Context: an optimization exercise on an open-source flow, tuned for small area. The choices shown serve that exercise and are no tape-out recipe.
The RTL was checked by simulation tests, not by an equivalence proof against the original design.
Power figures rest on the tool's default switching activity, not on a simulated workload.

==> design/flow/design.v <==
module instruction_decode_stage #(
  parameter int DATA_W      = 32,
  parameter int STALL_CNT_W = 16
) (
  input  logic                   CLK,
  input  logic                   RESET,
  input  logic [31:0]            IR,
  input  logic [31:0]            PC_plus4,
  input  logic                   IF_valid,
  input  logic                   flush,
  input  logic                   WB_write_enable,
  input  logic [4:0]             WB_write_reg,
  input  logic [DATA_W-1:0]      WB_write_data,
  output logic                   PC_write_enable,
  output logic                   IF_ID_write_enable,
  output logic                   ID_EX_valid,
  output logic [31:0]            ID_EX_pc_plus4,
  output logic [DATA_W-1:0]      ID_EX_read_data1,
  output logic [DATA_W-1:0]      ID_EX_read_data2,
  output logic [31:0]            ID_EX_imm,
  output logic [31:0]            ID_EX_jump_target,
  output logic [4:0]             ID_EX_rs,
  output logic [4:0]             ID_EX_rt,
  output logic [4:0]             ID_EX_rd,
  output logic [4:0]             ID_EX_shamt,
  output logic [5:0]             ID_EX_funct,
  output logic                   ID_EX_reg_dst,
  output logic                   ID_EX_alu_src,
  output logic                   ID_EX_mem_to_reg,
  output logic                   ID_EX_reg_write,
  output logic                   ID_EX_mem_read,
  output logic                   ID_EX_mem_write,
  output logic                   ID_EX_branch,
  output logic                   ID_EX_jump,
  output logic [1:0]             ID_EX_alu_op,
  output logic                   ID_EX_illegal,
  output logic [STALL_CNT_W-1:0] stall_count
);
  localparam logic [STALL_CNT_W-1:0] STALL_ONE = {{(STALL_CNT_W-1){1'b0}}, 1'b1};
  localparam logic [STALL_CNT_W-1:0] STALL_MAX = {STALL_CNT_W{1'b1}};
  typedef struct packed {
    logic              valid;
    logic [31:0]       pc_plus4;
    logic [DATA_W-1:0] read_data1;
    logic [DATA_W-1:0] read_data2;
    logic [31:0]       imm;
    logic [31:0]       jump_target;
    logic [4:0]        rs;
    logic [4:0]        rt;
    logic [4:0]        rd;
    logic [4:0]        shamt;
    logic [5:0]        funct;
    logic              reg_dst;
    logic              alu_src;
    logic              mem_to_reg;
    logic              reg_write;
    logic              mem_read;
    logic              mem_write;
    logic              branch;
    logic              jump;
    logic [1:0]        alu_op;
    logic              illegal;
  } id_ex_t;
  logic [DATA_W-1:0]      regs_r [32];
  logic [STALL_CNT_W-1:0] stall_count_r;
  id_ex_t                 id_ex_r;
  id_ex_t                 dec_s;
  id_ex_t                 id_ex_next_s;
  logic [4:0]             rs_s;
  logic [4:0]             rt_s;
  logic                   uses_rt_s;
  logic                   load_use_s;
  logic                   bubble_s;
  assign rs_s = IR[25:21];
  assign rt_s = IR[20:16];
  always_comb begin
    dec_s             = '0;
    uses_rt_s         = 1'b0;
    dec_s.valid       = 1'b1;
    dec_s.pc_plus4    = PC_plus4;
    dec_s.imm         = {{16{IR[15]}}, IR[15:0]};
    dec_s.jump_target = {PC_plus4[31:28], IR[25:0], 2'b00};
    dec_s.rs          = rs_s;
    dec_s.rt          = rt_s;
    dec_s.rd          = IR[15:11];
    dec_s.shamt       = IR[10:6];
    dec_s.funct       = IR[5:0];
    if (rs_s == 5'd0) begin
      dec_s.read_data1 = {DATA_W{1'b0}};
    end else if (WB_write_enable && (WB_write_reg == rs_s)) begin
      dec_s.read_data1 = WB_write_data;
    end else begin
      dec_s.read_data1 = regs_r[rs_s];
    end
    if (rt_s == 5'd0) begin
      dec_s.read_data2 = {DATA_W{1'b0}};
    end else if (WB_write_enable && (WB_write_reg == rt_s)) begin
      dec_s.read_data2 = WB_write_data;
    end else begin
      dec_s.read_data2 = regs_r[rt_s];
    end
    case (IR[31:26])
      6'b000000: begin
        dec_s.reg_dst   = 1'b1;
        dec_s.reg_write = 1'b1;
        dec_s.alu_op    = 2'b10;
        uses_rt_s       = 1'b1;
      end
      6'b100011: begin
        dec_s.alu_src    = 1'b1;
        dec_s.mem_to_reg = 1'b1;
        dec_s.reg_write  = 1'b1;
        dec_s.mem_read   = 1'b1;
      end
      6'b101011: begin
        dec_s.alu_src   = 1'b1;
        dec_s.mem_write = 1'b1;
        uses_rt_s       = 1'b1;
      end
      6'b000100: begin
        dec_s.branch = 1'b1;
        dec_s.alu_op = 2'b01;
        uses_rt_s    = 1'b1;
      end
      6'b001000: begin
        dec_s.alu_src   = 1'b1;
        dec_s.reg_write = 1'b1;
      end
      6'b000010: dec_s.jump = 1'b1;
      default:   dec_s.illegal = 1'b1;
    endcase
  end
  always_comb begin
    load_use_s = ID_EX_valid && ID_EX_mem_read && (ID_EX_rt != 5'd0) &&
                 ((ID_EX_rt == rs_s) || (uses_rt_s && (ID_EX_rt == rt_s)));
    bubble_s   = flush || load_use_s || !IF_valid;
    if (bubble_s) begin
      id_ex_next_s = '0;
    end else begin
      id_ex_next_s = dec_s;
    end
  end
  assign PC_write_enable    = !load_use_s || flush;
  assign IF_ID_write_enable = !load_use_s || flush;
  always_ff @(posedge CLK or negedge RESET) begin
    if (!RESET) begin
      for (int i = 0; i < 32; i++) regs_r[i] <= {DATA_W{1'b0}};
    end else if (WB_write_enable && (WB_write_reg != 5'd0)) begin
      regs_r[WB_write_reg] <= WB_write_data;
    end
  end
  always_ff @(posedge CLK or negedge RESET) begin
    if (!RESET) begin
      id_ex_r       <= '0;
      stall_count_r <= {STALL_CNT_W{1'b0}};
    end else begin
      id_ex_r <= id_ex_next_s;
      if (load_use_s && !flush && (stall_count_r != STALL_MAX)) begin
        stall_count_r <= stall_count_r + STALL_ONE;
      end
    end
  end
  assign ID_EX_valid       = id_ex_r.valid;
  assign ID_EX_pc_plus4    = id_ex_r.pc_plus4;
  assign ID_EX_read_data1  = id_ex_r.read_data1;
  assign ID_EX_read_data2  = id_ex_r.read_data2;
  assign ID_EX_imm         = id_ex_r.imm;
  assign ID_EX_jump_target = id_ex_r.jump_target;
  assign ID_EX_rs          = id_ex_r.rs;
  assign ID_EX_rt          = id_ex_r.rt;
  assign ID_EX_rd          = id_ex_r.rd;
  assign ID_EX_shamt       = id_ex_r.shamt;
  assign ID_EX_funct       = id_ex_r.funct;
  assign ID_EX_reg_dst     = id_ex_r.reg_dst;
  assign ID_EX_alu_src     = id_ex_r.alu_src;
  assign ID_EX_mem_to_reg  = id_ex_r.mem_to_reg;
  assign ID_EX_reg_write   = id_ex_r.reg_write;
  assign ID_EX_mem_read    = id_ex_r.mem_read;
  assign ID_EX_mem_write   = id_ex_r.mem_write;
  assign ID_EX_branch      = id_ex_r.branch;
  assign ID_EX_jump        = id_ex_r.jump;
  assign ID_EX_alu_op      = id_ex_r.alu_op;
  assign ID_EX_illegal     = id_ex_r.illegal;
  assign stall_count       = stall_count_r;
endmodule
==> design/flow/run.sh <==
#!/bin/bash
# synth_recipe.tcl (not shown) runs the flow's synth.tcl, then flattens the netlist and writes it again
# the make line also repeats each setting of config.mk as NAME=value (left out here)
make -C /OpenROAD-flow-scripts/flow DESIGN_CONFIG=/design/flow/config.mk WORK_HOME=/design/flow/orfs CLKGATE_MAP_FILE= SYNTH_SCRIPT=/design/flow/synth_recipe.tcl finish
==> design/flow/config.mk <==
export PLATFORM = sky130hd
export DESIGN_NAME = instruction_decode_stage
export DESIGN_NICKNAME = instruction_decode_stage
export VERILOG_FILES = /design/flow/design.v
export SDC_FILE = /design/flow/constraint.sdc
export NUM_CORES = 4
export LEC_CHECK = 0
export CAP_MARGIN = 40
export CELL_PAD_IN_SITES_DETAIL_PLACEMENT = 1
export CELL_PAD_IN_SITES_GLOBAL_PLACEMENT = 2
export CORE_MARGIN = 2
export CORE_UTILIZATION = 30
export PLACE_DENSITY = 0.45
export SLEW_MARGIN = 40
==> design/flow/constraint.sdc <==
create_clock -name core_clock -period 5.0 [get_ports {CLK}]
set_input_delay 1.0000 -clock core_clock [delete_from_list [all_inputs] [get_ports {CLK}]]
set_output_delay 1.0000 -clock core_clock [all_outputs]
set_load 0.01 [all_outputs]
==> notes.md <==
-- metal layers --
| layer | global-route usage (%) | vias to the layer above | share of wire [%] |
|---|---|---|---|
| met5 | 0 | - | 0.019 |
| met4 | 18.58 | 9 | 5.5 |
| met3 | 8.015 | 914 | 8.4 |
| met2 | 58.41 | 3281 | 43 |
| met1 | 53.50 | 29040 | 43 |
| li1 | - | 20386 | - |
-- synth_stat cells, types with 34 or more instances --
master	count	area, µm²
sky130_fd_sc_hd__nor4_1	56	350.3
sky130_fd_sc_hd__clkbuf_1	383	1438
sky130_fd_sc_hd__a2111oi_0	135	1182
sky130_fd_sc_hd__o21ai_0	209	1046
sky130_fd_sc_hd__nand2_1	260	975.9
sky130_fd_sc_hd__dfrtp_1	1141	28550
sky130_fd_sc_hd__buf_2	127	635.6
sky130_fd_sc_hd__nor3_1	44	220.2
sky130_fd_sc_hd__o2111ai_1	34	297.8
sky130_fd_sc_hd__nor2_1	112	420.4
sky130_fd_sc_hd__nand4_1	152	950.9
sky130_fd_sc_hd__nand3_1	233	1166
sky130_fd_sc_hd__a221oi_1	37	324.1
sky130_fd_sc_hd__and3_1	484	3028
sky130_fd_sc_hd__a21oi_1	64	320.3
sky130_fd_sc_hd__buf_4	78	585.6
sky130_fd_sc_hd__a22oi_1	477	3581
sky130_fd_sc_hd__mux2_2	818	9211
-- stage by stage --
step	area, µm²	setup WS (ns)
3_3_place_gp	65330	0.3819
6_report	71000	0.4125
2_1_floorplan	57320	1.636
3_5_place_dp	65950	0.3365
5_1_grt	70940	0.2554
4_1_cts	70900	0.3320
-- power by group --
| part | leakage, nW | switching [mW] | total, mW | internal [mW] |
|---|---|---|---|---|
| Clock | 2.42 | 4.63 | 11.2 | 6.57 |
| Sequential | 14.7 | 1.69 | 12.5 | 10.9 |
| Combinational | 14.5 | 2.11 | 3.83 | 1.72 |
-- layout make-up --
| class | instances | area [µm²] |
|---|---|---|
| clock inverters | 50 | 650.6 |
| inverters | 27 | 101.3 |
| clock buffers | 217 | 4293 |
| flip-flops and latches | 1141 | 28550 |
| repair buffers | 716 | 7431 |
| fillers | 20385 | 119000 |
| diodes | 30 | 75.07 |
| well taps | 2511 | 3142 |
| multi-input cells | 3465 | 26760 |
-- final timing paths --
check                                 start                to  slack [ns]  cells after the start
max in group asynchronous             RESET    regs_r[16][10]        3.49                      2
min in group core_clock    stall_count_r[5]  stall_count_r[5]        0.49                      1
setup / recovery                     IR[27]   PC_write_enable        0.41                      6
hold / removal                        RESET      id_ex_r[171]        0.05                      1
setup reg to reg                id_ex_r[55]      id_ex_r[132]        1.90                      7
hold reg to reg            stall_count_r[5]  stall_count_r[5]        0.49                      1
-- flip-flops by register name, indices dropped and copies added, names as in the netlist --
register,count
stall_count_r,16
regs_r,992
id_ex_r,133
-- logic make-up (layout without fill, tap and decap cells) --
group           Yosys count  in the layout  synth area share [%]
fa+ha+maj                 2              2               0.03929
simple gates           1506           1506                 14.61
xor+xnor                 34             34                0.5196
flops                  1141           1141                 49.82
mux                     830            830                 16.29
compound gates         1091           1091                 13.78
other cells               1             32              0.006543
buf+inv                 628           1010                 4.943
-- critical path, stage by stage --
cell and delay, ns:
sky130_fd_sc_hd__clkdlybuf4s50_1 0.50, sky130_fd_sc_hd__or4_1 0.57, sky130_fd_sc_hd__o21ai_0 0.16, sky130_fd_sc_hd__nor4b_2 0.48
sky130_fd_sc_hd__o21ai_2 0.31, sky130_fd_sc_hd__clkdlybuf4s50_1 0.56
==> metrics.log <==
INFO  metric report.final.setup_viol = 0
INFO  metric antenna_found_initial = 52
INFO  metric die_y = 441.1 µm
INFO  metric clockBufferDepth = 3
INFO  metric numClockSinks = 1,141
INFO  metric synth_area = 57,310 µm²
INFO  metric grt_first_pass_wirelength = 510.0 mm
INFO  metric worst_min_delay_path_class = in2async
INFO  metric postSynthCellCount = 5,233
INFO  metric clock.fmax = 218.0 MHz
INFO  metric drt_first_pass_iters = 6
INFO  metric crit_path_max_fanout = 11
INFO  metric synth_seq_cells = 1,141
INFO  metric commonest_non_fill_non_tap_cells_in_the_layout = sky130_fd_sc_hd__dfrtp_1 (1,141), sky130_fd_sc_hd__mux2_2 (818), sky130_fd_sc_hd__and3_1 (481)
INFO  metric numCtsBuffers = 145
INFO  metric worst_ep_arrival_time = 3.59 ns
INFO  metric cts_hold_buf = 0
INFO  metric synth_enable_flop_cells = 0
INFO  metric clkLatencyLatePin = 0.85 ns
INFO  metric post-route-period-util = 91.75%
INFO  metric dp.cells = 7,858
INFO  metric placement_rows = 160
INFO  metric finalNonFillerCells = 8,157
INFO  metric cts_post_setup_buffers_inserted = 0
INFO  metric die_width = 441.1 µm
INFO  metric core = 190,000 µm²
INFO  metric design.die.area = 194,600 µm²
INFO  metric total_routing_usage_gr = 38.98%
INFO  metric top_level_ports = 322
INFO  metric htree_num_levels = 4
INFO  metric final_max_slew_viols = 0
INFO  metric final_count_of_hold_timing_violations = 0
INFO  metric cts.clk_slew.worst_paths = 0.06 ns
INFO  metric p_leak = 31.66 nW
INFO  metric power-per-cell-area = 388.4 nW/µm²
INFO  metric syn_to_final_growth = 23.89%
INFO  metric routed_wl = 385.5 mm
INFO  metric setup_repair_after_global_routing_missed_its_margin = false
INFO  metric synth.yosys.seq_area_share = 49.82%
INFO  metric worst_clk_skew = 0.04141 ns
INFO  metric grt_max_degree = 127
INFO  metric grt_remaining_overflow = 0
INFO  metric total_power = 27.58 mW
INFO  metric cts_tree = yes
INFO  metric vdd_drop_max = 0.2625 mV
INFO  metric routed_wire_length_per_instance = 47.25 µm
INFO  metric post-dp-hpwl = 250.6 mm
INFO  metric postSynth.topFlopCell = sky130_fd_sc_hd__dfrtp_1
INFO  metric detailedRoute.firstIterationViolations = 7,077
INFO  metric ys_async_sr_fraction = 100.0%
INFO  metric route.detailed.vias_per_inst = 6.575
INFO  metric drcViolationCount = 0
INFO  metric most_frequent_standard_cell_in_the_layout_excluding_fill_and_tap_cells = sky130_fd_sc_hd__dfrtp_1
INFO  metric gp_congestion = 0.9066
INFO  metric cts_root_buffer = sky130_fd_sc_hd__clkbuf_16
INFO  metric syn_warnings = 2
INFO  metric result_of_the_run = complete, no violations
INFO  metric syn_area_per_cell = 10.95 µm²
INFO  metric critPathLaunchType = primary input
INFO  metric cts-resized-gates = 0
INFO  metric final_core_utilization = 37.37%
INFO  metric holdWs = 0.04891 ns
INFO  metric min_period = 4.587 ns
INFO  metric worst_setup_path_end_kind = primary output
INFO  metric max_cap_viol_count = 0
INFO  metric critPathKind = in2out
INFO  metric portBuffers = 319
INFO  metric setup_tns = 0 ns
INFO  metric vias = 53,630
INFO  metric worst_pin_slew = 0.9521 ns
INFO  metric start_util = 30.17%
INFO  metric critical_path_required = 4.00 ns
INFO  metric grt_pass1_vias = 52,696
INFO  metric detail-route-antenna-nets = 0
INFO  metric synth_cell_type_count = 81
INFO  metric slew_headroom = 36.53%
INFO  metric finalNetCount = 5,603
INFO  metric drive_above_1_share = 29.02%

static timing again, ports no longer ideal:
The flow's constraints put no driver on any port. The routed layout listed below was extracted and timed again, unchanged, in two steps.
Step 1, drivers: a clkbuf_16 drives CLK and a buf_2 each remaining input, both assumed.
Step 2 times the ports against the registers' clock, not the clock port: input delays grow and output delays shrink by t, the midpoint of the rising clock arrivals with the driver on.
a / b / c = ideal ports / drivers / drivers and shift; a / b = the first two.
t, ns: 0.922
setup slack, ns: 0.413 / 0.385 / 0.304
worst setup path at the end: input to register
clock arrival spread, ns: 0.041 / 0.041
pins driven straight from the clock port: 1
After both steps setup and hold are still met in this run. For this run, drivers alone change the setup slack by -0.028 ns; drivers and shift together by -0.109 ns.
